This is an optimization exercise on Yosys and OpenROAD, whose aim is a short achievable clock period and few clock cycles, not a production implementation. The RTL was checked by simulation tests, not by an equivalence proof against the original design.

### flow/standard.sh
#!/bin/bash
# synth_recipe.tcl (not shown) runs the flow's synth.tcl, then flattens the netlist and writes it again
# the make line also repeats each setting of config.mk as NAME=value (left out here)
make -C /OpenROAD-flow-scripts/flow DESIGN_CONFIG=/design/flow/config.mk WORK_HOME=/design/flow/orfs CLKGATE_MAP_FILE= SYNTH_SCRIPT=/design/flow/synth_recipe.tcl "${@:-finish}"
### flow/constraint.sdc
create_clock -name core_clock -period 40.0 [get_ports {clk}]
set_input_delay 8.0000 -clock core_clock [delete_from_list [all_inputs] [get_ports {clk}]]
set_output_delay 8.0000 -clock core_clock [all_outputs]
set_load 0.01 [all_outputs]
### flow/flow/fastroute.tcl
# Global routing layers as the platform sets them, with more of the lower
# layers held back so that global routing moves wiring up to met3 and met4,
# which the dense memory read logic leaves mostly free, and detailed routing
# has room left on met1 and met2 for pin access.
set_global_routing_layer_adjustment met1 0.45
set_global_routing_layer_adjustment met2 0.35
set_global_routing_layer_adjustment met3-$::env(MAX_ROUTING_LAYER) 0.15

set_routing_layers -clock $::env(MIN_CLK_ROUTING_LAYER)-$::env(MAX_ROUTING_LAYER)
set_routing_layers -signal $::env(MIN_ROUTING_LAYER)-$::env(MAX_ROUTING_LAYER)
### flow/flow/run.sh
#!/bin/bash
# The standard layout (standard.sh), with
# - global routing told to keep more of met1/met2 free (flow/fastroute.tcl),
#   so that detailed routing of the dense memory logic converges.
# Each tool's output goes to the ORFS logs; this script's own output to
# standard_sh.log.
set -o pipefail
export SETUP_SLACK_MARGIN=31
export TNS_END_PERCENT=5
export REMOVE_ABC_BUFFERS=1
export SKIP_LAST_GASP=1
export FASTROUTE_TCL="$PWD/flow/fastroute.tcl"
bash standard.sh > standard_sh.log 2>&1
### flow/config.mk
export PLATFORM = sky130hd
export DESIGN_NAME = computer
export DESIGN_NICKNAME = computer
export VERILOG_FILES = /design/flow/design.v
export SDC_FILE = /design/flow/constraint.sdc
export NUM_CORES = 4
export LEC_CHECK = 0
export CAP_MARGIN = 20
export CORE_MARGIN = 2
export CORE_UTILIZATION = 25
export PLACE_DENSITY = 0.4
export SLEW_MARGIN = 20
### flow/design.v
package alu_pkg;
    localparam int word_w = 16;
    typedef logic [word_w-1:0] word_t;
    typedef enum logic [3:0] {
        alu_add  = 4'h0,
        alu_sub  = 4'h1,
        alu_mul  = 4'h2,
        alu_div  = 4'h3,
        alu_shl  = 4'h4,
        alu_shr  = 4'h5,
        alu_rol  = 4'h6,
        alu_ror  = 4'h7,
        alu_and  = 4'h8,
        alu_or   = 4'h9,
        alu_xor  = 4'ha,
        alu_nor  = 4'hb,
        alu_nand = 4'hc,
        alu_xnor = 4'hd,
        alu_gt   = 4'he,
        alu_eq   = 4'hf
    } alu_op_t;
endpackage
package isa_pkg;
    localparam int opcode_w = 4;
    localparam int addr_field_w = 12;
    localparam int imm_w = 8;
    typedef enum logic [opcode_w-1:0] {
        op_lda  = 4'h1,
        op_sta  = 4'h2,
        op_add  = 4'h3,
        op_sub  = 4'h4,
        op_jmp  = 4'h5,
        op_jz   = 4'h6,
        op_alui = 4'h7,
        op_out  = 4'h8,
        op_hlt  = 4'h9
    } opcode_t;
    typedef struct packed {
        opcode_t                 opcode;
        logic [addr_field_w-1:0] addr;
    } mem_form_t;
    typedef struct packed {
        opcode_t            opcode;
        logic [3:0]         alu_op;
        logic [imm_w-1:0]   imm;
    } op_form_t;
    typedef union packed {
        mem_form_t mem_form;
        op_form_t  op_form;
    } instr_t;
endpackage
`timescale 1ns/1ps
module alu #(
    parameter bit with_mul = 1'b1
) (
    input  logic        is_lda,
    input  logic        is_alui,
    input  logic        is_sub,
    input  logic [3:0]  aop,
    input  logic [7:0]  imm,
    input  logic [15:0] a,
    input  logic [15:0] ma,      
    input  logic [15:0] m,
    output logic [15:0] result
);
    function automatic logic [16:0] carries(input logic [15:0] x, input logic [15:0] y,
                                            input logic cin);
        logic [15:0] g;
        logic [15:0] p;
        logic [15:0] gn;
        logic [15:0] pn;
        g = x & y;
        p = x ^ y;
        for (int d = 1; d < 16; d = d * 2) begin
            gn = g;
            pn = p;
            for (int i = d; i < 16; i++) begin
                gn[i] = g[i] | (p[i] & g[i-d]);
                pn[i] = p[i] & p[i-d];
            end
            g = gn;
            p = pn;
        end
        carries[0] = cin;
        for (int i = 1; i <= 16; i++) begin
            carries[i] = g[i-1] | (p[i-1] & cin);
        end
    endfunction
    logic [15:0] b;
    logic [15:0] bx;
    logic        do_sub;
    logic [16:0] cy;
    logic [15:0] sum;
    logic [16:0] cmp;
    logic        gt;
    logic [15:0] prod;
    logic [15:0] lres;
    assign b      = is_alui ? {8'd0, imm} : m;
    assign do_sub = is_alui ? (aop == 4'h1) : is_sub;
    assign bx     = b ^ {16{do_sub}};
    assign cy     = carries(a, bx, do_sub);
    assign sum    = a ^ bx ^ cy[15:0];
    assign cmp    = carries({8'd0, a[7:0]}, {8'd0, ~imm}, 1'b0);
    assign gt     = (|a[15:8]) || cmp[8];
    assign prod   = with_mul ? (ma * {8'd0, imm}) : 16'd0;
    always_comb begin
        case (aop)
            4'h2:    lres = prod;
            4'h4:    lres = {a[14:0], 1'b0};
            4'h5:    lres = {1'b0, a[15:1]};
            4'h6:    lres = {a[14:0], a[15]};
            4'h7:    lres = {a[0], a[15:1]};
            4'h8:    lres = a & {8'd0, imm};
            4'h9:    lres = a | {8'd0, imm};
            4'ha:    lres = a ^ {8'd0, imm};
            4'hb:    lres = ~(a | {8'd0, imm});
            4'hc:    lres = ~(a & {8'd0, imm});
            4'hd:    lres = ~(a ^ {8'd0, imm});
            4'he:    lres = {15'd0, gt};
            4'hf:    lres = {15'd0, (a == {8'd0, imm})};
            default: lres = 16'd0;
        endcase
    end
    always_comb begin
        if (is_lda)
            result = m;
        else if (!is_alui || aop == 4'h0 || aop == 4'h1)
            result = sum;
        else
            result = lres;
    end
endmodule
module div_rom (
    input  logic [7:0]  d,
    output logic [16:0] m,
    output logic [3:0]  t
);
    logic [20:0] part [4];
    always_comb begin
        case (d[5:0])
            6'd1: part[0] = {4'd0, 17'd65536};
            6'd2: part[0] = {4'd0, 17'd32768};
            6'd3: part[0] = {4'd1, 17'd43691};
            6'd4: part[0] = {4'd0, 17'd16384};
            6'd5: part[0] = {4'd2, 17'd52429};
            6'd6: part[0] = {4'd2, 17'd43691};
            6'd7: part[0] = {4'd3, 17'd74899};
            6'd8: part[0] = {4'd0, 17'd8192};
            6'd9: part[0] = {4'd3, 17'd58255};
            6'd10: part[0] = {4'd3, 17'd52429};
            6'd11: part[0] = {4'd3, 17'd47663};
            6'd12: part[0] = {4'd3, 17'd43691};
            6'd13: part[0] = {4'd2, 17'd20165};
            6'd14: part[0] = {4'd4, 17'd74899};
            6'd15: part[0] = {4'd3, 17'd34953};
            6'd16: part[0] = {4'd0, 17'd4096};
            6'd17: part[0] = {4'd4, 17'd61681};
            6'd18: part[0] = {4'd4, 17'd58255};
            6'd19: part[0] = {4'd4, 17'd55189};
            6'd20: part[0] = {4'd4, 17'd52429};
            6'd21: part[0] = {4'd5, 17'd99865};
            6'd22: part[0] = {4'd4, 17'd47663};
            6'd23: part[0] = {4'd5, 17'd91181};
            6'd24: part[0] = {4'd4, 17'd43691};
            6'd25: part[0] = {4'd5, 17'd83887};
            6'd26: part[0] = {4'd3, 17'd20165};
            6'd27: part[0] = {4'd5, 17'd77673};
            6'd28: part[0] = {4'd5, 17'd74899};
            6'd29: part[0] = {4'd3, 17'd18079};
            6'd30: part[0] = {4'd4, 17'd34953};
            6'd31: part[0] = {4'd5, 17'd67651};
            6'd32: part[0] = {4'd0, 17'd2048};
            6'd33: part[0] = {4'd5, 17'd63551};
            6'd34: part[0] = {4'd5, 17'd61681};
            6'd35: part[0] = {4'd5, 17'd59919};
            6'd36: part[0] = {4'd5, 17'd58255};
            6'd37: part[0] = {4'd2, 17'd7085};
            6'd38: part[0] = {4'd5, 17'd55189};
            6'd39: part[0] = {4'd6, 17'd107547};
            6'd40: part[0] = {4'd5, 17'd52429};
            6'd41: part[0] = {4'd6, 17'd102301};
            6'd42: part[0] = {4'd6, 17'd99865};
            6'd43: part[0] = {4'd5, 17'd48771};
            6'd44: part[0] = {4'd5, 17'd47663};
            6'd45: part[0] = {4'd3, 17'd11651};
            6'd46: part[0] = {4'd6, 17'd91181};
            6'd47: part[0] = {4'd6, 17'd89241};
            6'd48: part[0] = {4'd5, 17'd43691};
            6'd49: part[0] = {4'd6, 17'd85599};
            6'd50: part[0] = {4'd6, 17'd83887};
            6'd51: part[0] = {4'd5, 17'd41121};
            6'd52: part[0] = {4'd4, 17'd20165};
            6'd53: part[0] = {4'd5, 17'd39569};
            6'd54: part[0] = {4'd6, 17'd77673};
            6'd55: part[0] = {4'd6, 17'd76261};
            6'd56: part[0] = {4'd6, 17'd74899};
            6'd57: part[0] = {4'd6, 17'd73585};
            6'd58: part[0] = {4'd4, 17'd18079};
            6'd59: part[0] = {4'd5, 17'd35545};
            6'd60: part[0] = {4'd5, 17'd34953};
            6'd61: part[0] = {4'd3, 17'd8595};
            6'd62: part[0] = {4'd6, 17'd67651};
            6'd63: part[0] = {4'd6, 17'd66577};
            default: part[0] = 21'd0;
        endcase
    end
    always_comb begin
        case (d[5:0])
            6'd0: part[1] = {4'd0, 17'd1024};
            6'd1: part[1] = {4'd2, 17'd4033};
            6'd2: part[1] = {4'd6, 17'd63551};
            6'd3: part[1] = {4'd5, 17'd31301};
            6'd4: part[1] = {4'd6, 17'd61681};
            6'd5: part[1] = {4'd7, 17'd121575};
            6'd6: part[1] = {4'd6, 17'd59919};
            6'd7: part[1] = {4'd6, 17'd59075};
            6'd8: part[1] = {4'd6, 17'd58255};
            6'd9: part[1] = {4'd6, 17'd57457};
            6'd10: part[1] = {4'd3, 17'd7085};
            6'd11: part[1] = {4'd7, 17'd111849};
            6'd12: part[1] = {4'd6, 17'd55189};
            6'd13: part[1] = {4'd3, 17'd6809};
            6'd14: part[1] = {4'd7, 17'd107547};
            6'd15: part[1] = {4'd6, 17'd53093};
            6'd16: part[1] = {4'd6, 17'd52429};
            6'd17: part[1] = {4'd5, 17'd25891};
            6'd18: part[1] = {4'd7, 17'd102301};
            6'd19: part[1] = {4'd5, 17'd25267};
            6'd20: part[1] = {4'd7, 17'd99865};
            6'd21: part[1] = {4'd6, 17'd49345};
            6'd22: part[1] = {4'd6, 17'd48771};
            6'd23: part[1] = {4'd6, 17'd48211};
            6'd24: part[1] = {4'd6, 17'd47663};
            6'd25: part[1] = {4'd7, 17'd94255};
            6'd26: part[1] = {4'd4, 17'd11651};
            6'd27: part[1] = {4'd7, 17'd92183};
            6'd28: part[1] = {4'd7, 17'd91181};
            6'd29: part[1] = {4'd7, 17'd90201};
            6'd30: part[1] = {4'd7, 17'd89241};
            6'd31: part[1] = {4'd6, 17'd44151};
            6'd32: part[1] = {4'd6, 17'd43691};
            6'd33: part[1] = {4'd7, 17'd86481};
            6'd34: part[1] = {4'd7, 17'd85599};
            6'd35: part[1] = {4'd6, 17'd42367};
            6'd36: part[1] = {4'd7, 17'd83887};
            6'd37: part[1] = {4'd3, 17'd5191};
            6'd38: part[1] = {4'd6, 17'd41121};
            6'd39: part[1] = {4'd5, 17'd20361};
            6'd40: part[1] = {4'd5, 17'd20165};
            6'd41: part[1] = {4'd5, 17'd19973};
            6'd42: part[1] = {4'd6, 17'd39569};
            6'd43: part[1] = {4'd7, 17'd78399};
            6'd44: part[1] = {4'd7, 17'd77673};
            6'd45: part[1] = {4'd2, 17'd2405};
            6'd46: part[1] = {4'd7, 17'd76261};
            6'd47: part[1] = {4'd6, 17'd37787};
            6'd48: part[1] = {4'd7, 17'd74899};
            6'd49: part[1] = {4'd5, 17'd18559};
            6'd50: part[1] = {4'd7, 17'd73585};
            6'd51: part[1] = {4'd7, 17'd72945};
            6'd52: part[1] = {4'd5, 17'd18079};
            6'd53: part[1] = {4'd6, 17'd35849};
            6'd54: part[1] = {4'd6, 17'd35545};
            6'd55: part[1] = {4'd7, 17'd70493};
            6'd56: part[1] = {4'd6, 17'd34953};
            6'd57: part[1] = {4'd3, 17'd4333};
            6'd58: part[1] = {4'd4, 17'd8595};
            6'd59: part[1] = {4'd7, 17'd68201};
            6'd60: part[1] = {4'd7, 17'd67651};
            6'd61: part[1] = {4'd7, 17'd67109};
            6'd62: part[1] = {4'd7, 17'd66577};
            6'd63: part[1] = {4'd7, 17'd66053};
            default: part[1] = 21'd0;
        endcase
    end
    always_comb begin
        case (d[5:0])
            6'd0: part[2] = {4'd0, 17'd512};
            6'd1: part[2] = {4'd5, 17'd16257};
            6'd2: part[2] = {4'd3, 17'd4033};
            6'd3: part[2] = {4'd5, 17'd16009};
            6'd4: part[2] = {4'd7, 17'd63551};
            6'd5: part[2] = {4'd7, 17'd63073};
            6'd6: part[2] = {4'd6, 17'd31301};
            6'd7: part[2] = {4'd6, 17'd31069};
            6'd8: part[2] = {4'd7, 17'd61681};
            6'd9: part[2] = {4'd7, 17'd61231};
            6'd10: part[2] = {4'd8, 17'd121575};
            6'd11: part[2] = {4'd6, 17'd30175};
            6'd12: part[2] = {4'd7, 17'd59919};
            6'd13: part[2] = {4'd6, 17'd29747};
            6'd14: part[2] = {4'd7, 17'd59075};
            6'd15: part[2] = {4'd6, 17'd29331};
            6'd16: part[2] = {4'd7, 17'd58255};
            6'd17: part[2] = {4'd7, 17'd57853};
            6'd18: part[2] = {4'd7, 17'd57457};
            6'd19: part[2] = {4'd6, 17'd28533};
            6'd20: part[2] = {4'd4, 17'd7085};
            6'd21: part[2] = {4'd5, 17'd14075};
            6'd22: part[2] = {4'd8, 17'd111849};
            6'd23: part[2] = {4'd6, 17'd27777};
            6'd24: part[2] = {4'd7, 17'd55189};
            6'd25: part[2] = {4'd5, 17'd13707};
            6'd26: part[2] = {4'd4, 17'd6809};
            6'd27: part[2] = {4'd8, 17'd108241};
            6'd28: part[2] = {4'd8, 17'd107547};
            6'd29: part[2] = {4'd7, 17'd53431};
            6'd30: part[2] = {4'd7, 17'd53093};
            6'd31: part[2] = {4'd7, 17'd52759};
            6'd32: part[2] = {4'd7, 17'd52429};
            6'd33: part[2] = {4'd8, 17'd104207};
            6'd34: part[2] = {4'd6, 17'd25891};
            6'd35: part[2] = {4'd4, 17'd6433};
            6'd36: part[2] = {4'd8, 17'd102301};
            6'd37: part[2] = {4'd8, 17'd101681};
            6'd38: part[2] = {4'd6, 17'd25267};
            6'd39: part[2] = {4'd8, 17'd100463};
            6'd40: part[2] = {4'd8, 17'd99865};
            6'd41: part[2] = {4'd7, 17'd49637};
            6'd42: part[2] = {4'd7, 17'd49345};
            6'd43: part[2] = {4'd8, 17'd98113};
            6'd44: part[2] = {4'd7, 17'd48771};
            6'd45: part[2] = {4'd8, 17'd96979};
            6'd46: part[2] = {4'd7, 17'd48211};
            6'd47: part[2] = {4'd7, 17'd47935};
            6'd48: part[2] = {4'd7, 17'd47663};
            6'd49: part[2] = {4'd8, 17'd94787};
            6'd50: part[2] = {4'd8, 17'd94255};
            6'd51: part[2] = {4'd3, 17'd2929};
            6'd52: part[2] = {4'd5, 17'd11651};
            6'd53: part[2] = {4'd6, 17'd23173};
            6'd54: part[2] = {4'd8, 17'd92183};
            6'd55: part[2] = {4'd3, 17'd2865};
            6'd56: part[2] = {4'd8, 17'd91181};
            6'd57: part[2] = {4'd2, 17'd1417};
            6'd58: part[2] = {4'd8, 17'd90201};
            6'd59: part[2] = {4'd7, 17'd44859};
            6'd60: part[2] = {4'd8, 17'd89241};
            6'd61: part[2] = {4'd8, 17'd88769};
            6'd62: part[2] = {4'd7, 17'd44151};
            6'd63: part[2] = {4'd3, 17'd2745};
            default: part[2] = 21'd0;
        endcase
    end
    always_comb begin
        case (d[5:0])
            6'd0: part[3] = {4'd7, 17'd43691};
            6'd1: part[3] = {4'd8, 17'd86929};
            6'd2: part[3] = {4'd8, 17'd86481};
            6'd3: part[3] = {4'd7, 17'd43019};
            6'd4: part[3] = {4'd8, 17'd85599};
            6'd5: part[3] = {4'd6, 17'd21291};
            6'd6: part[3] = {4'd7, 17'd42367};
            6'd7: part[3] = {4'd6, 17'd21077};
            6'd8: part[3] = {4'd8, 17'd83887};
            6'd9: part[3] = {4'd7, 17'd41735};
            6'd10: part[3] = {4'd4, 17'd5191};
            6'd11: part[3] = {4'd8, 17'd82647};
            6'd12: part[3] = {4'd7, 17'd41121};
            6'd13: part[3] = {4'd8, 17'd81841};
            6'd14: part[3] = {4'd6, 17'd20361};
            6'd15: part[3] = {4'd7, 17'd40525};
            6'd16: part[3] = {4'd6, 17'd20165};
            6'd17: part[3] = {4'd7, 17'd40137};
            6'd18: part[3] = {4'd6, 17'd19973};
            6'd19: part[3] = {4'd7, 17'd39757};
            6'd20: part[3] = {4'd7, 17'd39569};
            6'd21: part[3] = {4'd8, 17'd78767};
            6'd22: part[3] = {4'd8, 17'd78399};
            6'd23: part[3] = {4'd7, 17'd39017};
            6'd24: part[3] = {4'd8, 17'd77673};
            6'd25: part[3] = {4'd8, 17'd77315};
            6'd26: part[3] = {4'd3, 17'd2405};
            6'd27: part[3] = {4'd8, 17'd76609};
            6'd28: part[3] = {4'd8, 17'd76261};
            6'd29: part[3] = {4'd6, 17'd18979};
            6'd30: part[3] = {4'd7, 17'd37787};
            6'd31: part[3] = {4'd8, 17'd75235};
            6'd32: part[3] = {4'd8, 17'd74899};
            6'd33: part[3] = {4'd7, 17'd37283};
            6'd34: part[3] = {4'd6, 17'd18559};
            6'd35: part[3] = {4'd8, 17'd73909};
            6'd36: part[3] = {4'd8, 17'd73585};
            6'd37: part[3] = {4'd4, 17'd4579};
            6'd38: part[3] = {4'd8, 17'd72945};
            6'd39: part[3] = {4'd8, 17'd72629};
            6'd40: part[3] = {4'd6, 17'd18079};
            6'd41: part[3] = {4'd7, 17'd36003};
            6'd42: part[3] = {4'd7, 17'd35849};
            6'd43: part[3] = {4'd8, 17'd71393};
            6'd44: part[3] = {4'd7, 17'd35545};
            6'd45: part[3] = {4'd7, 17'd35395};
            6'd46: part[3] = {4'd8, 17'd70493};
            6'd47: part[3] = {4'd7, 17'd35099};
            6'd48: part[3] = {4'd7, 17'd34953};
            6'd49: part[3] = {4'd4, 17'd4351};
            6'd50: part[3] = {4'd4, 17'd4333};
            6'd51: part[3] = {4'd8, 17'd69043};
            6'd52: part[3] = {4'd5, 17'd8595};
            6'd53: part[3] = {4'd8, 17'd68479};
            6'd54: part[3] = {4'd8, 17'd68201};
            6'd55: part[3] = {4'd6, 17'd16981};
            6'd56: part[3] = {4'd8, 17'd67651};
            6'd57: part[3] = {4'd8, 17'd67379};
            6'd58: part[3] = {4'd8, 17'd67109};
            6'd59: part[3] = {4'd7, 17'd33421};
            6'd60: part[3] = {4'd8, 17'd66577};
            6'd61: part[3] = {4'd7, 17'd33157};
            6'd62: part[3] = {4'd8, 17'd66053};
            6'd63: part[3] = {4'd7, 17'd32897};
            default: part[3] = 21'd0;
        endcase
    end
    assign {t, m} = part[d[7:6]];
endmodule
`timescale 1ns/1ps
module main_memory (
    input  logic        clk,
    input  logic        we0,
    input  logic [7:0]  waddr0,
    input  logic [15:0] wdata0,
    input  logic        we1,
    input  logic [7:0]  waddr1,
    input  logic [15:0] wdata1,
    input  logic [39:0] frows,
    input  logic [2:0]  frot,
    output logic [127:0] fword,
    input  logic [39:0] grows,
    input  logic [2:0]  grot,
    output logic [127:0] gword,
    input  logic [31:0]  raddr,
    output logic [63:0]  rdata
);
    logic [15:0] bank0 [0:31];
    logic [15:0] bank1 [0:31];
    logic [15:0] bank2 [0:31];
    logic [15:0] bank3 [0:31];
    logic [15:0] bank4 [0:31];
    logic [15:0] bank5 [0:31];
    logic [15:0] bank6 [0:31];
    logic [15:0] bank7 [0:31];
    always_ff @(posedge clk) begin
        if (we0 && waddr0[2:0] == 3'd0) bank0[waddr0[7:3]] <= wdata0;
        if (we0 && waddr0[2:0] == 3'd1) bank1[waddr0[7:3]] <= wdata0;
        if (we0 && waddr0[2:0] == 3'd2) bank2[waddr0[7:3]] <= wdata0;
        if (we0 && waddr0[2:0] == 3'd3) bank3[waddr0[7:3]] <= wdata0;
        if (we0 && waddr0[2:0] == 3'd4) bank4[waddr0[7:3]] <= wdata0;
        if (we0 && waddr0[2:0] == 3'd5) bank5[waddr0[7:3]] <= wdata0;
        if (we0 && waddr0[2:0] == 3'd6) bank6[waddr0[7:3]] <= wdata0;
        if (we0 && waddr0[2:0] == 3'd7) bank7[waddr0[7:3]] <= wdata0;
        if (we1 && waddr1[2:0] == 3'd0) bank0[waddr1[7:3]] <= wdata1;
        if (we1 && waddr1[2:0] == 3'd1) bank1[waddr1[7:3]] <= wdata1;
        if (we1 && waddr1[2:0] == 3'd2) bank2[waddr1[7:3]] <= wdata1;
        if (we1 && waddr1[2:0] == 3'd3) bank3[waddr1[7:3]] <= wdata1;
        if (we1 && waddr1[2:0] == 3'd4) bank4[waddr1[7:3]] <= wdata1;
        if (we1 && waddr1[2:0] == 3'd5) bank5[waddr1[7:3]] <= wdata1;
        if (we1 && waddr1[2:0] == 3'd6) bank6[waddr1[7:3]] <= wdata1;
        if (we1 && waddr1[2:0] == 3'd7) bank7[waddr1[7:3]] <= wdata1;
    end
    logic [4:0]  frow [8];
    logic [15:0] fb   [8];
    logic [4:0]  grow [8];
    logic [15:0] gb   [8];
    always_comb begin
        for (int b = 0; b < 8; b++) begin
            frow[b] = frows[5*b +: 5];
            grow[b] = grows[5*b +: 5];
        end
    end
    assign fb[0] = bank0[frow[0]];
    assign fb[1] = bank1[frow[1]];
    assign fb[2] = bank2[frow[2]];
    assign fb[3] = bank3[frow[3]];
    assign fb[4] = bank4[frow[4]];
    assign fb[5] = bank5[frow[5]];
    assign fb[6] = bank6[frow[6]];
    assign fb[7] = bank7[frow[7]];
    assign gb[0] = bank0[grow[0]];
    assign gb[1] = bank1[grow[1]];
    assign gb[2] = bank2[grow[2]];
    assign gb[3] = bank3[grow[3]];
    assign gb[4] = bank4[grow[4]];
    assign gb[5] = bank5[grow[5]];
    assign gb[6] = bank6[grow[6]];
    assign gb[7] = bank7[grow[7]];
    always_comb begin
        for (int k = 0; k < 8; k++) begin
            fword[16*k +: 16] = fb[(frot + k) % 8];
            gword[16*k +: 16] = gb[(grot + k) % 8];
        end
    end
    function automatic logic [15:0] rd(input logic [7:0] a,
                                       input logic [15:0] w0, input logic [15:0] w1,
                                       input logic [15:0] w2, input logic [15:0] w3,
                                       input logic [15:0] w4, input logic [15:0] w5,
                                       input logic [15:0] w6, input logic [15:0] w7);
        case (a[2:0])
            3'd0:    rd = w0;
            3'd1:    rd = w1;
            3'd2:    rd = w2;
            3'd3:    rd = w3;
            3'd4:    rd = w4;
            3'd5:    rd = w5;
            3'd6:    rd = w6;
            default: rd = w7;
        endcase
    endfunction
    logic [7:0] ra [4];
    always_comb begin
        for (int p = 0; p < 4; p++) ra[p] = raddr[8*p +: 8];
    end
    assign rdata[15:0]  = rd(ra[0], bank0[ra[0][7:3]], bank1[ra[0][7:3]], bank2[ra[0][7:3]],
                             bank3[ra[0][7:3]], bank4[ra[0][7:3]], bank5[ra[0][7:3]],
                             bank6[ra[0][7:3]], bank7[ra[0][7:3]]);
    assign rdata[31:16] = rd(ra[1], bank0[ra[1][7:3]], bank1[ra[1][7:3]], bank2[ra[1][7:3]],
                             bank3[ra[1][7:3]], bank4[ra[1][7:3]], bank5[ra[1][7:3]],
                             bank6[ra[1][7:3]], bank7[ra[1][7:3]]);
    assign rdata[47:32] = rd(ra[2], bank0[ra[2][7:3]], bank1[ra[2][7:3]], bank2[ra[2][7:3]],
                             bank3[ra[2][7:3]], bank4[ra[2][7:3]], bank5[ra[2][7:3]],
                             bank6[ra[2][7:3]], bank7[ra[2][7:3]]);
    assign rdata[63:48] = rd(ra[3], bank0[ra[3][7:3]], bank1[ra[3][7:3]], bank2[ra[3][7:3]],
                             bank3[ra[3][7:3]], bank4[ra[3][7:3]], bank5[ra[3][7:3]],
                             bank6[ra[3][7:3]], bank7[ra[3][7:3]]);
endmodule
`timescale 1ns/1ps
import alu_pkg::*;
import isa_pkg::*;
module computer #(
    parameter int addr_w = 8
) (
    input  logic              clk,
    input  logic              rst_n,
    input  logic              start,
    input  logic              prog_we,
    input  logic [addr_w-1:0] prog_addr,
    input  alu_pkg::word_t    prog_data,
    output logic              halted,
    output logic              out_valid,
    output alu_pkg::word_t    out_data,
    output alu_pkg::word_t    acc,
    output alu_pkg::word_t    pc
);
    localparam int W = 8;    
    localparam int R = 4;    
    localparam logic [2:0] v_acc = 3'd0;    
    localparam logic [2:0] v_ba  = 3'd1;    
    localparam logic [2:0] v_a1  = 3'd2;
    localparam logic [2:0] v_a2  = 3'd3;
    localparam logic [2:0] v_bb  = 3'd4;    
    localparam logic [2:0] v_b1  = 3'd5;
    localparam logic [2:0] v_b2  = 3'd6;
    logic        sb0_v, sb1_v;
    logic [7:0]  sb0_a, sb1_a;
    logic [15:0] sb0_d, sb1_d;
    logic        run_q;
    logic        irv_q;       
    logic        halted_q;
    logic        ov_q;
    logic [15:0] od_q;
    logic [15:0] acc_q;
    logic [15:0] acco_q;
    logic [15:0] pc_q;
    logic        jzt_q;       
    logic [11:0] jtgt_q;      
    logic [15:0] pco_q;
    logic [15:0] ir_q [W];
    logic [W-1:0] c_acc, c_lda, c_sta, c_jz, c_out, c_hlt, c_div;
    logic [W-1:0] any_q, fit_q, stopc_q, zjz_q, late_q, zpost_q, smc_q;
    logic [2:0]   pos_q [W+1];
    logic [15:0]  uw_q [7];
    logic [1:0]   up_q [7];
    logic         hba_q;
    logic [7:0]   pa_q [R];
    logic [R-1:0] h0_q, h1_q;     
    logic [W-1:0] st0_q, st1_q, out_q, ljz_q, jmp_q, zoh_q;
    logic [11:0]  jmp_tgt_q, zjz_tgt_q, ljz_tgt_q;
    logic [7:0]   sa0_q, sa1_q;
    logic [2:0]   sp0_q, sp1_q, op_q, jp_q;
    assign halted    = halted_q;
    assign out_valid = ov_q;
    assign out_data  = od_q;
    assign acc       = acco_q;
    assign pc        = pco_q;
    logic acc_zero;
    assign acc_zero = (acc_q == 16'd0);
    logic [W-1:0] stop, inc;
    always_comb begin
        for (int k = 0; k < W; k++) begin
            stop[k] = stopc_q[k];
        end
        for (int k = 0; k < W; k++) begin
            inc[k] = fit_q[k];
            for (int i = 0; i < k; i++) begin
                if (!fit_q[i] || stop[i]) inc[k] = 1'b0;
            end
        end
    end
    logic [3:0]  n;
    logic [2:0]  pos_end;
    logic        g_sta0, g_sta1;
    logic        g_sq0, g_sq1;    
    logic        g_out;
    logic        g_oq;
    logic        g_br;
    logic        g_zjz;
    logic        g_sz0, g_sz1, g_oz, g_hz;    
    logic [11:0] g_tgt;
    logic        g_hlt;
    logic        g_div;
    logic        g_jz;            
    always_comb begin
        n       = 3'd0;
        pos_end = pos_q[0];
        for (int k = 0; k < W; k++) begin
            if (inc[k]) begin
                n       = k + 1;
                pos_end = pos_q[k+1];
            end
        end
        g_sta0 = |(st0_q & inc);
        g_sta1 = |(st1_q & inc);
        g_sq0  = |(st0_q & late_q);
        g_sq1  = |(st1_q & late_q);
        g_out  = |(out_q & inc);
        g_oq   = |(out_q & late_q);
        g_jz   = |(ljz_q & inc);
        g_zjz  = |(zoh_q & inc) && acc_zero;
        g_sz0  = |(st0_q & zpost_q);
        g_sz1  = |(st1_q & zpost_q);
        g_oz   = |(out_q & zpost_q);
        g_hz   = |(c_hlt & zpost_q);
        g_br   = |(jmp_q & inc);
        g_tgt  = jmp_tgt_q;
        g_hlt  = |(c_hlt & inc);
        g_div  = c_div[0];
    end
    logic [15:0] npc;
    logic [127:0] fword;      
    logic [127:0] gword;      
    logic [7:0]  sfa;
    logic [7:0]  tfa;
    logic [63:0] mrd;
    logic [15:0] opnd [R];
    logic        exec;
    assign exec = run_q && irv_q;
    main_memory main_memory_inst (
        .clk      (clk),
        .we0      (sb0_v),
        .waddr0   (sb0_a),
        .wdata0   (sb0_d),
        .we1      (sb1_v),
        .waddr1   (sb1_a),
        .wdata1   (sb1_d),
        .frows    (srow_q),
        .frot     (sfa_q[2:0]),
        .fword    (fword),
        .grows    (trows),
        .grot     (tfa[2:0]),
        .gword    (gword),
        .raddr    ({pa_q[3], pa_q[2], pa_q[1], pa_q[0]}),
        .rdata    (mrd)
    );
    function automatic logic [15:0] fwd(input logic [7:0] a, input logic [15:0] m,
                                        input logic v0, input logic [7:0] a0,
                                        input logic [15:0] d0, input logic v1,
                                        input logic [7:0] a1, input logic [15:0] d1);
        if (v1 && a1 == a)
            fwd = d1;
        else if (v0 && a0 == a)
            fwd = d0;
        else
            fwd = m;
    endfunction
    always_comb begin
        for (int p = 0; p < R; p++) begin
            if (h1_q[p])
                opnd[p] = sb1_d;
            else if (h0_q[p])
                opnd[p] = sb0_d;
            else
                opnd[p] = mrd[16*p +: 16];
        end
    end
    logic [15:0] uw [7];
    logic [15:0] um [7];
    always_comb begin
        for (int u = 0; u < 7; u++) begin
            uw[u] = uw_q[u];
            case (up_q[u])
                2'd0:    um[u] = opnd[0];
                2'd1:    um[u] = opnd[1];
                2'd2:    um[u] = opnd[2];
                default: um[u] = opnd[3];
            endcase
        end
    end
    logic [15:0] base_a;
    logic [15:0] ra1, ra1_alu, ra2, rb1, rb2;
    assign base_a = hba_q ? um[v_ba] : acc_q;
    alu #(.with_mul(1'b1)) alu_a1 (
        .is_lda  (1'b0),
        .is_alui (uw[v_a1][15:12] == op_alui),
        .is_sub  (uw[v_a1][15:12] == op_sub),
        .aop     (uw[v_a1][11:8]),
        .imm     (uw[v_a1][7:0]),
        .a       (base_a),
        .ma      (acc_q),
        .m       (um[v_a1]),
        .result  (ra1_alu)
    );
    alu #(.with_mul(1'b0)) alu_a2 (
        .is_lda  (1'b0),
        .is_alui (uw[v_a2][15:12] == op_alui),
        .is_sub  (uw[v_a2][15:12] == op_sub),
        .aop     (uw[v_a2][11:8]),
        .imm     (uw[v_a2][7:0]),
        .a       (ra1_alu),
        .ma      (16'd0),
        .m       (um[v_a2]),
        .result  (ra2)
    );
    alu #(.with_mul(1'b0)) alu_b1 (
        .is_lda  (1'b0),
        .is_alui (uw[v_b1][15:12] == op_alui),
        .is_sub  (uw[v_b1][15:12] == op_sub),
        .aop     (uw[v_b1][11:8]),
        .imm     (uw[v_b1][7:0]),
        .a       (um[v_bb]),
        .ma      (16'd0),
        .m       (um[v_b1]),
        .result  (rb1)
    );
    alu #(.with_mul(1'b0)) alu_b2 (
        .is_lda  (1'b0),
        .is_alui (uw[v_b2][15:12] == op_alui),
        .is_sub  (uw[v_b2][15:12] == op_sub),
        .aop     (uw[v_b2][11:8]),
        .imm     (uw[v_b2][7:0]),
        .a       (rb1),
        .ma      (16'd0),
        .m       (um[v_b2]),
        .result  (rb2)
    );
    function automatic logic [15:0] val(input logic [2:0] c, input logic [15:0] v0,
                                        input logic [15:0] v1, input logic [15:0] v2,
                                        input logic [15:0] v3, input logic [15:0] v4,
                                        input logic [15:0] v5, input logic [15:0] v6);
        case (c)
            3'd0:    val = v0;
            3'd1:    val = v1;
            3'd2:    val = v2;
            3'd3:    val = v3;
            3'd4:    val = v4;
            3'd5:    val = v5;
            default: val = v6;
        endcase
    endfunction
    logic [7:0]  rom_in;
    logic [16:0] rom_m;
    logic [3:0]  rom_t;
    logic [16:0] m_q;
    logic [3:0]  t_q;
    logic        dz_q;
    logic [32:0] dprod;
    logic [16:0] dhigh;
    logic [15:0] div_res;
    div_rom div_rom_inst (
        .d (rom_in),
        .m (rom_m),
        .t (rom_t)
    );
    assign dprod   = acc_q * m_q;
    assign dhigh   = dprod[32:16] >> t_q;
    assign div_res = dz_q ? 16'hffff : dhigh[15:0];
    assign ra1 = g_div ? div_res : ra1_alu;
    logic [15:0] um_ba, um_bb;
    assign um_ba = um[v_ba];
    assign um_bb = um[v_bb];
    logic [6:0] vz;
    assign vz = {rb2 == 16'd0, rb1 == 16'd0, um_bb == 16'd0, ra2 == 16'd0, ra1 == 16'd0,
                 um_ba == 16'd0, acc_zero};
    logic jz_zero;
    logic jz_take;
    assign jz_zero = vz[jp_q];
    logic ez_take;
    assign ez_take = exec && g_zjz;
    assign jz_take = ez_take || (exec && g_jz && jz_zero);
    logic [15:0] acc_new;
    assign acc_new = g_zjz ? acc_q : val(pos_end, acc_q, um_ba, ra1, ra2, um_bb, rb1, rb2);
    logic [15:0] sd0, sd1, out_new;
    logic        st0_do, st1_do, out_do, hlt_do;
    assign sd0     = val(sp0_q, acc_q, um_ba, ra1, ra2, um_bb, rb1, rb2);
    assign sd1     = val(sp1_q, acc_q, um_ba, ra1, ra2, um_bb, rb1, rb2);
    assign out_new = val(op_q, acc_q, um_ba, ra1, ra2, um_bb, rb1, rb2);
    assign st0_do  = exec && g_sta0 && !(g_sq0 && jz_take) && !(g_sz0 && g_zjz);
    assign st1_do  = exec && g_sta1 && !(g_sq1 && jz_take) && !(g_sz1 && g_zjz);
    assign out_do  = exec && g_out && !(g_oq && jz_take) && !(g_oz && g_zjz);
    assign hlt_do  = exec && g_hlt && !(g_hz && g_zjz);
    logic [15:0] pc_eff;
    assign pc_eff = jzt_q ? {4'd0, jtgt_q} : pc_q;
    assign npc = (exec && g_br) ? {4'd0, g_tgt} : (pc_eff + {12'd0, exec ? n : 4'd0});
    logic [7:0] d0, d1;
    logic       fetch_stale;
    assign d0 = sa0_q - npc[7:0];
    assign d1 = sa1_q - npc[7:0];
    assign fetch_stale = (g_sta0 && d0 < W) || (g_sta1 && d1 < W);
    function automatic logic [39:0] rows(input logic [7:0] a);
        for (int b = 0; b < 8; b++) begin
            rows[5*b +: 5] = a[7:3] + ((b < a[2:0]) ? 5'd1 : 5'd0);
        end
    endfunction
    logic [7:0]  sfa_q;       
    logic [39:0] srow_q;
    logic [7:0]  rfa_q;       
    logic [39:0] rrow_q;
    logic [7:0]  zfa_q;       
    logic [39:0] zrow_q;
    logic [39:0] jrow_q;      
    logic [39:0] trows;
    logic [7:0]  sfa_n, rfa_n, rfa_j;
    assign sfa   = sfa_q;
    assign tfa   = irv_q ? jmp_tgt_q[7:0] : jzt_q ? zfa_q : rfa_q;
    assign trows = irv_q ? jrow_q : jzt_q ? zrow_q : rrow_q;
    assign sfa_n = npc[7:0] + W;
    assign rfa_j = g_zjz ? zjz_tgt_q[7:0] : ljz_tgt_q[7:0];
    assign rfa_n = start ? 8'd0 : npc[7:0];
    always_ff @(posedge clk) begin
        sfa_q  <= sfa_n;
        srow_q <= rows(sfa_n);
        rfa_q  <= rfa_n;
        rrow_q <= rows(rfa_n);
        zfa_q  <= rfa_j;
        zrow_q <= rows(rfa_j);
        jrow_q <= rows(x_jmp_tgt[7:0]);
    end
    logic [15:0] sw [W];
    logic [15:0] tw [W];
    logic [15:0] xir [W];
    logic [7:0]  xfa;
    logic [7:0]  xfk [W];     
    logic        use_t;
    always_comb begin
        for (int k = 0; k < W; k++) begin
            sw[k] = fwd(sfa + k, fword[16*k +: 16], sb0_v, sb0_a, sb0_d, sb1_v, sb1_a, sb1_d);
            tw[k] = fwd(tfa + k, gword[16*k +: 16], sb0_v, sb0_a, sb0_d, sb1_v, sb1_a, sb1_d);
        end
        use_t = !irv_q || (exec && g_br);
        for (int k = 0; k < W; k++) begin
            if (use_t)
                xir[k] = tw[k];
            else begin
                xir[k] = ir_q[k];
                for (int j = 1; j <= W; j++) begin
                    if (exec && n == j) xir[k] = (k + j < W) ? ir_q[(k + j) % W] : sw[(k + j) % W];
                end
            end
        end
        xfa = npc[7:0];
        for (int k = 0; k < W; k++) xfk[k] = xfa + k;
    end
    assign rom_in = xir[0][7:0];
    logic [W-1:0] x_acc, x_mem, x_lda, x_sta, x_jmp, x_jz, x_out, x_hlt, x_mul, x_div, x_alu;
    logic [W-1:0] x_zpost;
    logic [W-1:0] x_any, x_inb, x_outb, x_jzb, x_late, x_stah, x_smc, x_fit, x_stopc, x_zjz;
    logic [4:0]   x_nm_ge [W];
    logic [4:0]   x_ns_ge [W];
    logic [4:0]   x_na_ge [W];
    logic [4:0]   x_nb_ge [W];
    logic [1:0]   x_na [W];
    logic [1:0]   x_nb [W];
    logic [2:0]   x_nm [W];
    logic [1:0]   x_ns [W];
    logic [2:0]   x_unit [W];
    logic [2:0]   x_pos [W+1];
    logic [15:0]  x_uw [7];
    logic [1:0]   x_up [7];
    logic         x_hba;
    logic [7:0]   x_pa [R];
    logic [W-1:0] x_st0, x_st1, x_outo, x_ljz, x_jmpo, x_zoh;
    logic [11:0]  x_jmp_tgt, x_zjz_tgt, x_ljz_tgt;
    logic [7:0]   x_sa0, x_sa1;
    logic [2:0]   x_sp0, x_sp1, x_op, x_jp;
    logic [W-1:0] seen;
    always_comb begin
        for (int k = 0; k < W; k++) begin
            x_lda[k] = (xir[k][15:12] == op_lda);
            x_mem[k] = x_lda[k] || (xir[k][15:12] == op_add) || (xir[k][15:12] == op_sub);
            x_acc[k] = x_mem[k] || (xir[k][15:12] == op_alui);
            x_alu[k] = x_acc[k] && !x_lda[k];
            x_sta[k] = (xir[k][15:12] == op_sta);
            x_jmp[k] = (xir[k][15:12] == op_jmp);
            x_jz[k]  = (xir[k][15:12] == op_jz);
            x_out[k] = (xir[k][15:12] == op_out);
            x_hlt[k] = (xir[k][15:12] == op_hlt);
            x_mul[k] = (xir[k][15:12] == op_alui) && (xir[k][11:8] == 4'h2);
            x_div[k] = (xir[k][15:12] == op_alui) && (xir[k][11:8] == 4'h3);
        end
        for (int k = 0; k < W; k++) begin
            x_any[k]  = 1'b0;
            x_inb[k]  = 1'b0;
            x_outb[k] = 1'b0;
            x_jzb[k]  = 1'b0;
            x_late[k] = 1'b0;
            x_zpost[k] = 1'b0;
            x_stah[k] = 1'b0;
            x_smc[k]  = 1'b0;
            for (int j = 0; j < 5; j++) begin
                x_nm_ge[k][j] = (j == 0);
                x_ns_ge[k][j] = (j == 0);
                x_na_ge[k][j] = (j == 0);
                x_nb_ge[k][j] = (j == 0);
            end
            for (int i = 0; i < k; i++) begin
                if (x_acc[i]) x_any[k] = 1'b1;
                if (x_out[i]) x_outb[k] = 1'b1;
                if (x_jz[i]) x_jzb[k] = 1'b1;
                if (x_sta[i] && xir[i][7:0] == xir[k][7:0]) x_stah[k] = 1'b1;
                if (x_sta[i] && xir[i][7:0] == xfk[k]) x_smc[k] = 1'b1;
                for (int j = 4; j >= 1; j--) begin
                    if (x_mem[i] && x_nm_ge[k][j-1]) x_nm_ge[k][j] = 1'b1;
                    if (x_sta[i] && x_ns_ge[k][j-1]) x_ns_ge[k][j] = 1'b1;
                end
            end
        end
        for (int k = 0; k < W; k++) begin
            for (int i = 0; i < k; i++) begin
                if (x_lda[i] && x_any[i]) x_inb[k] = 1'b1;
                if (x_jz[i] && x_any[i]) x_late[k] = 1'b1;
                if (x_jz[i] && !x_any[i]) x_zpost[k] = 1'b1;
            end
        end
        for (int k = 0; k < W; k++) begin
            for (int i = 0; i < k; i++) begin
                for (int j = 4; j >= 1; j--) begin
                    if (x_alu[i] && !x_inb[i] && x_na_ge[k][j-1]) x_na_ge[k][j] = 1'b1;
                    if (x_alu[i] && x_inb[i] && x_nb_ge[k][j-1]) x_nb_ge[k][j] = 1'b1;
                end
            end
        end
        for (int k = 0; k < W; k++) begin
            x_nm[k] = x_nm_ge[k][4] ? 3'd4 : x_nm_ge[k][3] ? 3'd3 : x_nm_ge[k][2] ? 3'd2
                    : x_nm_ge[k][1] ? 3'd1 : 3'd0;
            x_ns[k] = x_ns_ge[k][2] ? 2'd2 : x_ns_ge[k][1] ? 2'd1 : 2'd0;
            x_na[k] = x_na_ge[k][2] ? 2'd2 : x_na_ge[k][1] ? 2'd1 : 2'd0;
            x_nb[k] = x_nb_ge[k][2] ? 2'd2 : x_nb_ge[k][1] ? 2'd1 : 2'd0;
        end
        for (int k = 0; k < W; k++) begin
            x_unit[k] = v_acc;
            if (x_lda[k]) begin
                if (!x_any[k])      x_unit[k] = v_ba;
                else if (!x_inb[k]) x_unit[k] = v_bb;
            end else if (x_alu[k]) begin
                if (!x_inb[k]) begin
                    if (x_na[k] == 2'd0)      x_unit[k] = v_a1;
                    else if (x_na[k] == 2'd1) x_unit[k] = v_a2;
                end else begin
                    if (x_nb[k] == 2'd0)      x_unit[k] = v_b1;
                    else if (x_nb[k] == 2'd1) x_unit[k] = v_b2;
                end
            end
        end
        x_pos[0] = v_acc;
        for (int k = 0; k < W; k++) begin
            x_pos[k+1] = x_acc[k] ? x_unit[k] : x_pos[k];
        end
        for (int k = 0; k < W; k++) begin
            x_fit[k] = 1'b1;
            if (k > 0) begin
                if (x_acc[k] && x_unit[k] == v_acc) x_fit[k] = 1'b0;
                if (x_mem[k] && x_nm[k] == 3'd4) x_fit[k] = 1'b0;
                if (x_mul[k] && x_any[k]) x_fit[k] = 1'b0;
                if (x_div[k]) x_fit[k] = 1'b0;
                if (x_alu[k] && !x_inb[k] && x_na[k] == 2'd1 && x_div[0]) x_fit[k] = 1'b0;
                if (x_mem[k] && x_stah[k]) x_fit[k] = 1'b0;
                if (x_sta[k] && x_ns[k] == 2'd2) x_fit[k] = 1'b0;
                if ((x_out[k] || x_hlt[k]) && x_outb[k]) x_fit[k] = 1'b0;
                if (x_jz[k] && x_jzb[k]) x_fit[k] = 1'b0;
                if ((x_acc[k] || x_hlt[k]) && x_late[k]) x_fit[k] = 1'b0;
                if (x_smc[k]) x_fit[k] = 1'b0;
            end
            x_stopc[k] = x_jmp[k] || x_hlt[k];
            x_zjz[k]   = x_jz[k] && !x_any[k];
        end
        x_hba = 1'b0;
        for (int u = 0; u < 7; u++) begin
            x_uw[u] = 16'd0;
            x_up[u] = 2'd0;
        end
        for (int k = 0; k < W; k++) begin
            if (x_lda[k] && !x_any[k]) x_hba = 1'b1;
            for (int u = 1; u < 7; u++) begin
                if (x_unit[k] == u && x_acc[k]) begin
                    x_uw[u] = xir[k];
                    x_up[u] = (x_nm[k] > 3'd3) ? 2'd3 : x_nm[k][1:0];
                end
            end
        end
        for (int p = 0; p < R; p++) begin
            x_pa[p] = 8'd0;
            for (int k = W - 1; k >= 0; k--) begin
                if (x_mem[k] && x_nm[k] == p) x_pa[p] = xir[k][7:0];
            end
        end
        x_st0 = '0;  x_st1 = '0;  x_outo = '0;  x_ljz = '0;  x_jmpo = '0;  x_zoh = '0;
        x_sa0 = 8'd0;  x_sa1 = 8'd0;
        x_sp0 = v_acc; x_sp1 = v_acc; x_op = v_acc; x_jp = v_acc;
        x_jmp_tgt = 12'd0;  x_zjz_tgt = 12'd0;  x_ljz_tgt = 12'd0;
        for (int k = W - 1; k >= 0; k--) begin
            if (x_sta[k] && x_ns[k] == 2'd0) begin
                x_st0 = '0; x_st0[k] = 1'b1; x_sa0 = xir[k][7:0]; x_sp0 = x_pos[k];
            end
            if (x_sta[k] && x_ns[k] == 2'd1) begin
                x_st1 = '0; x_st1[k] = 1'b1; x_sa1 = xir[k][7:0]; x_sp1 = x_pos[k];
            end
            if (x_out[k]) begin
                x_outo = '0; x_outo[k] = 1'b1; x_op = x_pos[k];
            end
            if (x_jz[k] && x_any[k]) begin
                x_ljz = '0; x_ljz[k] = 1'b1; x_jp = x_pos[k]; x_ljz_tgt = xir[k][11:0];
            end
            if (x_jz[k] && !x_any[k]) begin
                x_zoh = '0; x_zoh[k] = 1'b1; x_zjz_tgt = xir[k][11:0];
            end
            if (x_jmp[k]) begin
                x_jmpo = '0; x_jmpo[k] = 1'b1; x_jmp_tgt = xir[k][11:0];
            end
        end
    end
    always_ff @(posedge clk or negedge rst_n) begin
        if (!rst_n) begin
            sb0_v <= 1'b0;
            sb1_v <= 1'b0;
        end else begin
            sb0_v <= prog_we || (st0_do && !start);
            sb1_v <= !prog_we && st1_do && !start;
        end
    end
    always_ff @(posedge clk) begin
        sb0_a <= prog_we ? prog_addr : sa0_q;
        sb0_d <= prog_we ? prog_data : sd0;
        sb1_a <= sa1_q;
        sb1_d <= sd1;
    end
    always_ff @(posedge clk) begin
        for (int k = 0; k < W; k++) ir_q[k] <= xir[k];
        c_acc     <= x_acc;
        c_lda     <= x_lda;
        c_sta     <= x_sta;
        c_jz      <= x_jz;
        c_out     <= x_out;
        c_hlt     <= x_hlt;
        c_div     <= x_div;
        any_q     <= x_any;
        fit_q     <= x_fit;
        stopc_q   <= x_stopc;
        zjz_q     <= x_zjz;
        late_q    <= x_late;
        zpost_q   <= x_zpost;
        smc_q     <= x_smc;
        for (int k = 0; k <= W; k++) pos_q[k] <= x_pos[k];
        for (int u = 0; u < 7; u++) begin
            uw_q[u] <= x_uw[u];
            up_q[u] <= x_up[u];
        end
        hba_q     <= x_hba;
        for (int p = 0; p < R; p++) begin
            pa_q[p]    <= x_pa[p];
            h0_q[p]    <= exec && g_sta0 && sa0_q == x_pa[p];
            h1_q[p]    <= exec && g_sta1 && sa1_q == x_pa[p];
        end
        st0_q     <= x_st0;
        st1_q     <= x_st1;
        out_q     <= x_outo;
        ljz_q     <= x_ljz;
        jmp_q     <= x_jmpo;
        zoh_q     <= x_zoh;
        jmp_tgt_q <= x_jmp_tgt;
        zjz_tgt_q <= x_zjz_tgt;
        ljz_tgt_q <= x_ljz_tgt;
        sa0_q     <= x_sa0;
        sa1_q     <= x_sa1;
        sp0_q     <= x_sp0;
        sp1_q     <= x_sp1;
        op_q      <= x_op;
        jp_q      <= x_jp;
    end
    always_ff @(posedge clk or negedge rst_n) begin
        if (!rst_n) begin
            run_q    <= 1'b0;
            irv_q    <= 1'b0;
            halted_q <= 1'b0;
            ov_q     <= 1'b0;
            acc_q    <= 16'd0;
            pc_q     <= 16'd0;
            jzt_q    <= 1'b0;
        end else if (start) begin
            run_q    <= 1'b1;
            irv_q    <= 1'b0;
            halted_q <= 1'b0;
            ov_q     <= 1'b0;
            acc_q    <= 16'd0;
            pc_q     <= 16'd0;
            jzt_q    <= 1'b0;
        end else if (run_q) begin
            ov_q   <= out_do;
            acc_q  <= exec ? acc_new : acc_q;
            pc_q   <= npc;
            jzt_q  <= jz_take;
            irv_q  <= !(jz_take || (exec && fetch_stale));
            if (hlt_do) begin
                run_q    <= 1'b0;
                halted_q <= 1'b1;
            end
        end else begin
            ov_q <= 1'b0;
        end
    end
    always_ff @(posedge clk or negedge rst_n) begin
        if (!rst_n) begin
            acco_q <= 16'd0;
            pco_q  <= 16'd0;
        end else if (!start && hlt_do) begin
            acco_q <= acc_new;
            pco_q  <= npc;
        end
    end
    always_ff @(posedge clk) begin
        if (exec && g_out) od_q <= out_new;
        jtgt_q <= g_zjz ? zjz_tgt_q : ljz_tgt_q;
        m_q  <= rom_m;
        t_q  <= rom_t;
        dz_q <= (rom_in == 8'd0);
    end
endmodule
==> results of run 1 <==
[path summary, 6_finish.rpt]
kind	endpoint	slack [ns]	startpoint	cells past startpoint
setup / recovery	sb0_v$_DFF_PN0_	27.49	pa_q[0][5]$_DFF_P_	48
min in group asynchronous	pco_q[6]$_DFFE_PN0P_	6.51	rst_n	1
hold reg to reg	acco_q[15]$_DFFE_PN0P_	0.48	acco_q[15]$_DFFE_PN0P_	2
max in group asynchronous	pc_q[7]$_DFFE_PN0P_	32.08	rst_n	2
setup reg to reg	sb0_v$_DFF_PN0_	27.49	pa_q[0][5]$_DFF_P_	48
hold / removal	acco_q[15]$_DFFE_PN0P_	0.48	acco_q[15]$_DFFE_PN0P_	2
[registers in the layout (all words and copies together) (netlist names), 64 cells and up, named ones only]
name / cells
main_memory_inst.bank0: 512
main_memory_inst.bank1: 512
main_memory_inst.bank5: 512
ir_q: 128
main_memory_inst.bank2: 512
uw_q: 64
main_memory_inst.bank7: 512
main_memory_inst.bank6: 512
main_memory_inst.bank4: 512
main_memory_inst.bank3: 512
[cell families (layout without fill, tap and decap cells)]
| group | count (synthesis) | after routing | synth area share [%] |
|---|---|---|---|
| flip-flops | 4833 | 4833 | 28.7 |
| adder cells (fa/ha/maj) | 721 | 721 | 2.29 |
| AO/OA/AOI/OAI | 10600 | 10600 | 13.6 |
| multiplexers | 9984 | 9987 | 38.8 |
| buffers and inverters | 5995 | 6304 | 5.36 |
| other | 1 | 1876 | 0.000777 |
| AND/OR/NAND/NOR | 10900 | 10900 | 9.67 |
| XOR/XNOR | 876 | 876 | 1.61 |
[per-stage QoR]
step / cells / hold WS, ns / instance area [sq um]
floorplan: 38700 / 0.398 / 460000
global placement: 67700 / 0.462 / 529000
detailed placement: 67800 / 0.473 / 531000
CTS: 69400 / 0.486 / 565000
global route: 70900 / 0.509 / 577000
finish: 71700 / 0.476 / 579000
[repair_timing]
item                                    4_1_cts  5_1_grt
hold buffers                                  0        0
endpoints found under the setup margin      494      498
buffers inserted                            235      380
pin swaps                                   104      143
cloned                                       92       45
gates resized for setup                    1139     1115
[metal layers]
metal / up-vias / global-route usage (%)
met5: - / 17.1
met4: 621 / 53.3
met3: 17400 / 43.6
met2: 48000 / 66.8
met1: 245000 / 58.1
li1: 176000 / -
[layout make-up]
cell class | count | area [sq um] | area share [%]
Inverter | 808 | 3460 | 0.597
Multi-Input combinational cell | 33100 | 334000 | 57.8
Tap cell | 25600 | 32000 | 5.53
Timing Repair inverter | 3 | 31.3 | 0.00540
Sequential cell | 4833 | 139000 | 23.9
Antenna cell | 1872 | 4680 | 0.809
Clock buffer | 857 | 18800 | 3.25
Timing Repair Buffer | 4228 | 42600 | 7.35
Clock inverter | 408 | 4360 | 0.753
[worst max-delay path: cells and delay by family, from the launching register on]
kind	cells	cell delay [ns]
XOR/XNOR	1	0.09
AND/OR/NAND/NOR	10	1.68
buffers and inverters	9	1.72
adder cells (fa/ha/maj)	2	0.46
multiplexers	7	3.66
flip-flops	1	0.46
AO/OA/AOI/OAI	19	3.98
[placed cells by master (no fill, tap or decap), types with 236 or more instances in the layout]
cell	Yosys	routed
sky130_fd_sc_hd__mux2_2	925	907
sky130_fd_sc_hd__and2_1	268	255
sky130_fd_sc_hd__mux4_2	6857	6855
sky130_fd_sc_hd__buf_12	1	236
sky130_fd_sc_hd__nand3_1	645	573
sky130_fd_sc_hd__ha_1	448	419
sky130_fd_sc_hd__a22oi_1	539	520
sky130_fd_sc_hd__buf_6	142	263
sky130_fd_sc_hd__inv_1	707	648
sky130_fd_sc_hd__buf_4	358	3248
sky130_fd_sc_hd__o21ai_0	4722	4455
sky130_fd_sc_hd__o211ai_1	513	513
sky130_fd_sc_hd__nand2_1	6597	6343
sky130_fd_sc_hd__xnor2_1	628	613
sky130_fd_sc_hd__nor3_1	386	333
sky130_fd_sc_hd__o22ai_1	666	500
sky130_fd_sc_hd__clkbuf_16	0	755
sky130_fd_sc_hd__a211oi_1	455	403
sky130_fd_sc_hd__fa_1	272	271
sky130_fd_sc_hd__a31oi_1	323	240
sky130_fd_sc_hd__edfxtp_1	4112	4112
sky130_fd_sc_hd__mux2i_1	2185	1961
sky130_fd_sc_hd__diode_2	0	1872
sky130_fd_sc_hd__nor2_1	1887	1622
sky130_fd_sc_hd__dfxtp_1	650	522
sky130_fd_sc_hd__a21oi_1	1296	1182
==> summary.md, run 1 <==
| Metric | Value |
|---|---|
| CTS Buf Count | 724 |
| Library cell occupying the most area in the post-synthesis netlist | sky130_fd_sc_hd__mux4_2 |
| Data arrival time of the critical path | 13.85 ns |
| Nets | 44400 |
| Initial DRC Count | 53900 |
| Number of top-level pins | 78 |
| Post-synthesis to final-layout area growth | 20.1% |
| Setup crit end kind | flip-flop |
| Root Buffer | sky130_fd_sc_hd__clkbuf_16 |
| Layout cells sized above 1 | 35.1% |
| Fraction of the cycle the final worst path needs | 31.3% |
| Actual transition at the worst max-transition pin | 2.03 ns |
| Largest cells by area after synthesis | sky130_fd_sc_hd__mux4_2, sky130_fd_sc_hd__edfxtp_1, sky130_fd_sc_hd__nand2_1 |
| Routed WL per cell | 64.5 um |
| Number of I/O port buffers | 77 |
| Fin Clk Skew | 0.193 ns |
| Fin crit period | 12.51 ns |
| Fail Reasons | capacitance limit, slew limit |
| Number of filler cells placed in the layout | 196000 |
| GP Congestion | 1.14 |
| Cell repeated most along the worst path | sky130_fd_sc_hd__buf_16 |
| Number of failing hold endpoints at the final stage | 0 |
| Final setup slack of the worst path | 27.49 ns |
| Largest driver fanout on the critical path | 17 |
| Result of the run | finished with violations |
| Mapped Area | 0.482 sq mm |
| Fraction of synthesized cell area taken by the top area cell type | 32.0% |
| Sum Neg Setup Slack | 0 ns |
| Largest net degree at the start of global routing | 122 |
| Unrepaired setup endpoints after global routing | true |
| Dominant register cell in the synthesized netlist | sky130_fd_sc_hd__edfxtp_1 |
| Number of iterations in the first detailed-routing pass | 10 |
| Fin util | 30.1% |
| Syn_area_per_cell | 11.0 sq um |
| Wl on met1 | 1400000 um |
| Slew Viols, Final | 24 |
| Die outline area | 1.94 sq mm |
| Master of the slowest instance on the critical path | sky130_fd_sc_hd__mux4_4 |
| Global-route wire length before repair | 5720000 um |
| Count of standard-cell rows | 510 |
| Fraction of registers with async set or reset after synthesis | 1.47% |
| DRC | 0 |
| Sequential area share after synthesis | 28.7% |
| Remaining max-slew budget at the tightest pin | -35.1% |
| Starting Density | 25.0% |
| Total number of vias | 487000 |
| Leftover overflow at the end of global routing | 0 |
| Max Cap Viol | 4 |
| Clock insertion delay at the later pin of the skew report | 1.56 ns |
| Gate Count Post-Synth | 43900 |
| Overall die height | 1390 um |
| CTS max path bufs | 6 |
| Horizontal die dimension | 1390 um |
| Unique cell type count in the Yosys netlist | 159 |
| Count of state elements after synthesis | 4833 |
| Yosys Warn Count | 61 |
| Post-DRT Antenna Nets | 0 |
| Hold Crit Class | flip-flop to flip-flop |
| Detailed-route vias per instance | 6.79 |
| Post-DP HPWL | 3300000 um |
| Worst setup slack after placement | 22.12 ns |
| Std-Cell Core Area | 1.93 sq mm |
| Maximum level of the CTS H-tree | 6 |
| Clock edge transition at the registers on the reported setup and hold paths | 0.07 ns |
| Cell types with the highest counts after synthesis | sky130_fd_sc_hd__mux4_2, sky130_fd_sc_hd__nand2_1, sky130_fd_sc_hd__o21ai_0 |
| Routed wire length on met3 | 884000 um |
| Clk sink count | 4833 |
| Startpoint-to-endpoint class of the critical path | flip-flop to flip-flop |
| Nature of the critical path startpoint | flip-flop |
| CTS tree | done |
| Most instantiated library cell after synthesis | sky130_fd_sc_hd__mux4_2 |
| Worst path required time | 41.34 ns |
| Final setup violating endpoints | 0 |
| Routed Wire Length | 4630000 um |
| Slowest Stage Delay on Critical Path | 0.95 ns |
| Achievable frequency | 79.9 MHz |
| Highest Signal Layer | met5 |
| Global routing usage summed across all routing layers | 54.5% |
| Antenna violations before repair | 937 |
| Via count of the first global-routing pass | 476000 |
| Count of flip-flops with a built-in enable after synthesis | 4112 |
| Sum of met2 wire segment lengths after detailed routing | 1650000 um |
Testbench counts, summed over its fixed seeds: cycles 11,007.
==> run 2: changes to the inputs <==
--- a/flow/config.mk
+++ b/flow/config.mk
@@ -9,4 +9,4 @@
 export CORE_MARGIN = 2
-export CORE_UTILIZATION = 25
-export PLACE_DENSITY = 0.4
+export CORE_UTILIZATION = 20
+export PLACE_DENSITY = 0.32
 export SLEW_MARGIN = 20
==> summary.md, run 2 <==
| Metric | Value |
|---|---|
| Result of the run | finished with violations (unchanged) |
| Fail Reasons | capacitance limit, slew limit (unchanged) |
| Number of filler cells placed in the layout | 253000 (was 196000) |
| Detailed-route vias per instance | 6.14 (was 6.79) |
| Fin crit period | 12.50 ns (was 12.51 ns) |
| Achievable frequency | 80.0 MHz (was 79.9 MHz) |
| Combined flip-flop and latch cell area | 0.139 sq mm (about the same) |
| Worst path required time | 41.55 ns (was 41.34 ns) |
| Dominant register cell in the synthesized netlist | sky130_fd_sc_hd__edfxtp_1 (unchanged) |
| Mapped Area | 0.482 sq mm (unchanged) |
| HP Start | zjz_tgt_q[8]$_DFF_P_ (was acco_q[15]$_DFFE_PN0P_) |
| Data arrival time of the critical path | 14.05 ns (was 13.85 ns) |
| Max Cap Viol | 3 (was 4) |
| Nature of the critical path startpoint | flip-flop (unchanged) |
| Clk sink count | 4833 (unchanged) |
| Leading cell types in the layout, fill and taps excluded | sky130_fd_sc_hd__mux4_2, sky130_fd_sc_hd__nand2_1, sky130_fd_sc_hd__o21ai_0, sky130_fd_sc_hd__edfxtp_1, sky130_fd_sc_hd__buf_4 (unchanged) |
| Leftover overflow at the end of global routing | 0 (unchanged) |
| Layout cells sized above 1 | 35.7% (was 35.1%) |
| Hold bufs inserted after CTS | 0 (unchanged) |
| Clock insertion delay at the later pin of the skew report | 1.81 ns (was 1.56 ns) |
| Overall die height | 1560 um (was 1390 um) |
| Most instantiated library cell after synthesis | sky130_fd_sc_hd__mux4_2 (unchanged) |
| Cell types with the highest counts after synthesis | sky130_fd_sc_hd__mux4_2, sky130_fd_sc_hd__nand2_1, sky130_fd_sc_hd__o21ai_0 (unchanged) |
| Post-DRT Antenna Nets | 0 (unchanged) |
| CTS tree | done (unchanged) |
| Routed Wire Length | 4870000 um (was 4630000 um) |
| Number of top-level pins | 78 (unchanged) |
| Sum Neg Setup Slack | 0 ns (unchanged) |
| Root Buffer | sky130_fd_sc_hd__clkbuf_16 (unchanged) |
| Post-synthesis to final-layout area growth | 22.6% (was 20.1%) |
| Horizontal die dimension | 1560 um (was 1390 um) |
| Starting Density | 20.0% (was 25.0%) |
| Count of flip-flops with a built-in enable after synthesis | 4112 (unchanged) |
| Unique cell type count in the Yosys netlist | 159 (unchanged) |
| Source of the worst register-to-register timing path | pa_q[3][4]$_DFF_P_ (was pa_q[0][5]$_DFF_P_) |
| Antenna violations before repair | 973 (was 937) |
| CTS max path bufs | 6 (unchanged) |
| Master of the slowest instance on the critical path | sky130_fd_sc_hd__a222oi_1 (was sky130_fd_sc_hd__mux4_4) |
| Yosys Warn Count | 61 (unchanged) |
| Fin util | 24.6% (was 30.1%) |
| Largest cells by area after synthesis | sky130_fd_sc_hd__mux4_2, sky130_fd_sc_hd__edfxtp_1, sky130_fd_sc_hd__nand2_1 (unchanged) |
| Syn_area_per_cell | 11.0 sq um (unchanged) |
| Global routing usage summed across all routing layers | 45.7% (was 54.5%) |
| Die outline area | 2.42 sq mm (was 1.94 sq mm) |
| Post-DP HPWL | 3450000 um (was 3300000 um) |
| Slew Viols, Final | 7 (was 24) |
| Hold Crit Class | flip-flop to flip-flop (unchanged) |
| Sequential area share after synthesis | 28.7% (unchanged) |
| Fin Clk Skew | 0.189 ns (was 0.193 ns) |
| Fraction of synthesized cell area taken by the top area cell type | 32.0% (unchanged) |
| Total number of vias | 482000 (was 487000) |
| Setup crit end kind | flip-flop (unchanged) |
| Startpoint of the most critical setup path | pa_q[3][4]$_DFF_P_ (was pa_q[0][5]$_DFF_P_) |
| Library cell occupying the most area in the post-synthesis netlist | sky130_fd_sc_hd__mux4_2 (unchanged) |
| GP Congestion | 1.09 (was 1.14) |
| Final setup violating endpoints | 0 (unchanged) |
| Global-route wire length before repair | 5970000 um (was 5720000 um) |
| Count of standard-cell rows | 570 (was 510) |
| Number of failing hold endpoints at the final stage | 0 (unchanged) |
| Routed WL per cell | 61.9 um (was 64.5 um) |
| Number of iterations in the first detailed-routing pass | 9 (was 10) |
| Fraction of the cycle the final worst path needs | 31.2% (was 31.3%) |
| Dominant delay contributor by cell family on the critical path | compound AO/OA/AOI/OAI gates (unchanged) |
| Unrepaired setup endpoints after global routing | true (unchanged) |
| Remaining max-slew budget at the tightest pin | -6.56% (was -35.1%) |
| Largest driver fanout on the critical path | 32 (was 17) |
| Std-Cell Core Area | 2.41 sq mm (was 1.93 sq mm) |
| Largest net degree at the start of global routing | 119 (was 122) |
| Via count of the first global-routing pass | 472000 (was 476000) |
| CTS Buf Count | 727 (was 724) |
## run 2: cell counts after synthesis
Identical to the previous run, type by type.
## run 2: layout make-up
type / instances / share of cell area [%]
Clock inverter: 417 / 0.773
Clock buffer: 897 / 3.28
Tap cell: 32000 / 6.77
Inverter: 808 / 0.593
Sequential cell: 4833 / 23.4
Timing Repair Buffer: 4421 / 7.50
Antenna cell: 2089 / 0.884
Timing Repair inverter: 3 / 0.00529
Multi-Input combinational cell: 33100 / 56.7
## run 2: logic make-up (layout without fill, tap and decap cells)
family | after synthesis | after routing | share of synthesized area (%)
AND/OR/NAND/NOR | 10900 | 10900 | 9.67
AO/OA/AOI/OAI | 10600 | 10600 | 13.6
multiplexers | 9984 | 9987 | 38.8
buffers and inverters | 5995 | 6546 | 5.36
flip-flops | 4833 | 4833 | 28.7
XOR/XNOR | 876 | 876 | 1.61
adder cells (fa/ha/maj) | 721 | 721 | 2.29
other | 1 | 2093 | 0.000777
## run 2: routing by layer
layer	vias to the layer above	wire length (um)	part of all wire (%)	global-route usage [%]
li1	177000	-	-	-
met1	247000	1530000	31	50.6
met2	43100	1790000	37	57.8
met3	15500	855000	18	34.1
met4	485	668000	14	44.0
met5	-	25100	0.52	8.33
## run 2: worst paths after layout
path | endpoint | cells after the start | slack [ns]
max reg2reg | ov_q$_DFF_PN0_ | 33 | 27.50
min in group asynchronous | pco_q[0]$_DFFE_PN0P_ | 1 | 6.29
min | jtgt_q[8]$_DFF_P_ | 1 | 0.45
max | ov_q$_DFF_PN0_ | 33 | 27.50
min reg2reg | jtgt_q[8]$_DFF_P_ | 1 | 0.45
max in group asynchronous | pco_q[4]$_DFFE_PN0P_ | 2 | 32.42
## run 2: worst reg2reg max path: cells and delay by family, from the launching register on
kind	cells	cell delay (ns)
buffers and inverters	10	3.76
xor gates and xnor gates	1	0.25
muxes	3	1.91
DFF	1	0.35
and+or+nand+nor	9	2.31
AOI/OAI and AO/OA	9	3.37
adders and majority gates	1	0.35
## run 2: timing repair
action	in CTS	in global routing
resized for setup	1153	1370
buffers inserted	197	567
hold endpoints to repair	0	0
pin swaps	119	222
endpoints found under the setup margin	546	488
cloned	77	76
## run 2: stage by stage
| step | cells | area (sq um) | hold WS, ns |
|---|---|---|---|
| floorplan | 38700 | 460000 | 0.398 |
| global placement | 74200 | 538000 | 0.443 |
| detailed placement | 74300 | 540000 | 0.441 |
| CTS | 75800 | 573000 | 0.455 |
| global route | 77600 | 589000 | 0.468 |
| finish | 78600 | 592000 | 0.455 |

-- what the ideal ports hide --
In the flow no input, the clock included, has a driving cell. The finished layouts below were timed again as built, in two steps. Step 1: set_driving_cell puts a clkbuf_16 on clk and a buf_2 on each other input, an assumption about the parent block. Step 2 adds t to the input delays and takes it off the output delays; t is the mean of the earliest and latest rising clock arrival at the registers after step 1. Input paths then give back, and output paths get back, about the clock's delay inside the block. a / b / c = no drivers / after step 1 / after step 2; a / b = the first two.
| run | t, ns | slack for setup (ns) | clock arrival spread, ns |
|---|---|---|---|
| run 1 | 1.651 | 27.491 / 27.491 / 27.491 | 0.192 / 0.193 |
| run 2 | 1.895 | 27.502 / 27.502 / 27.502 | 0.196 / 0.196 |
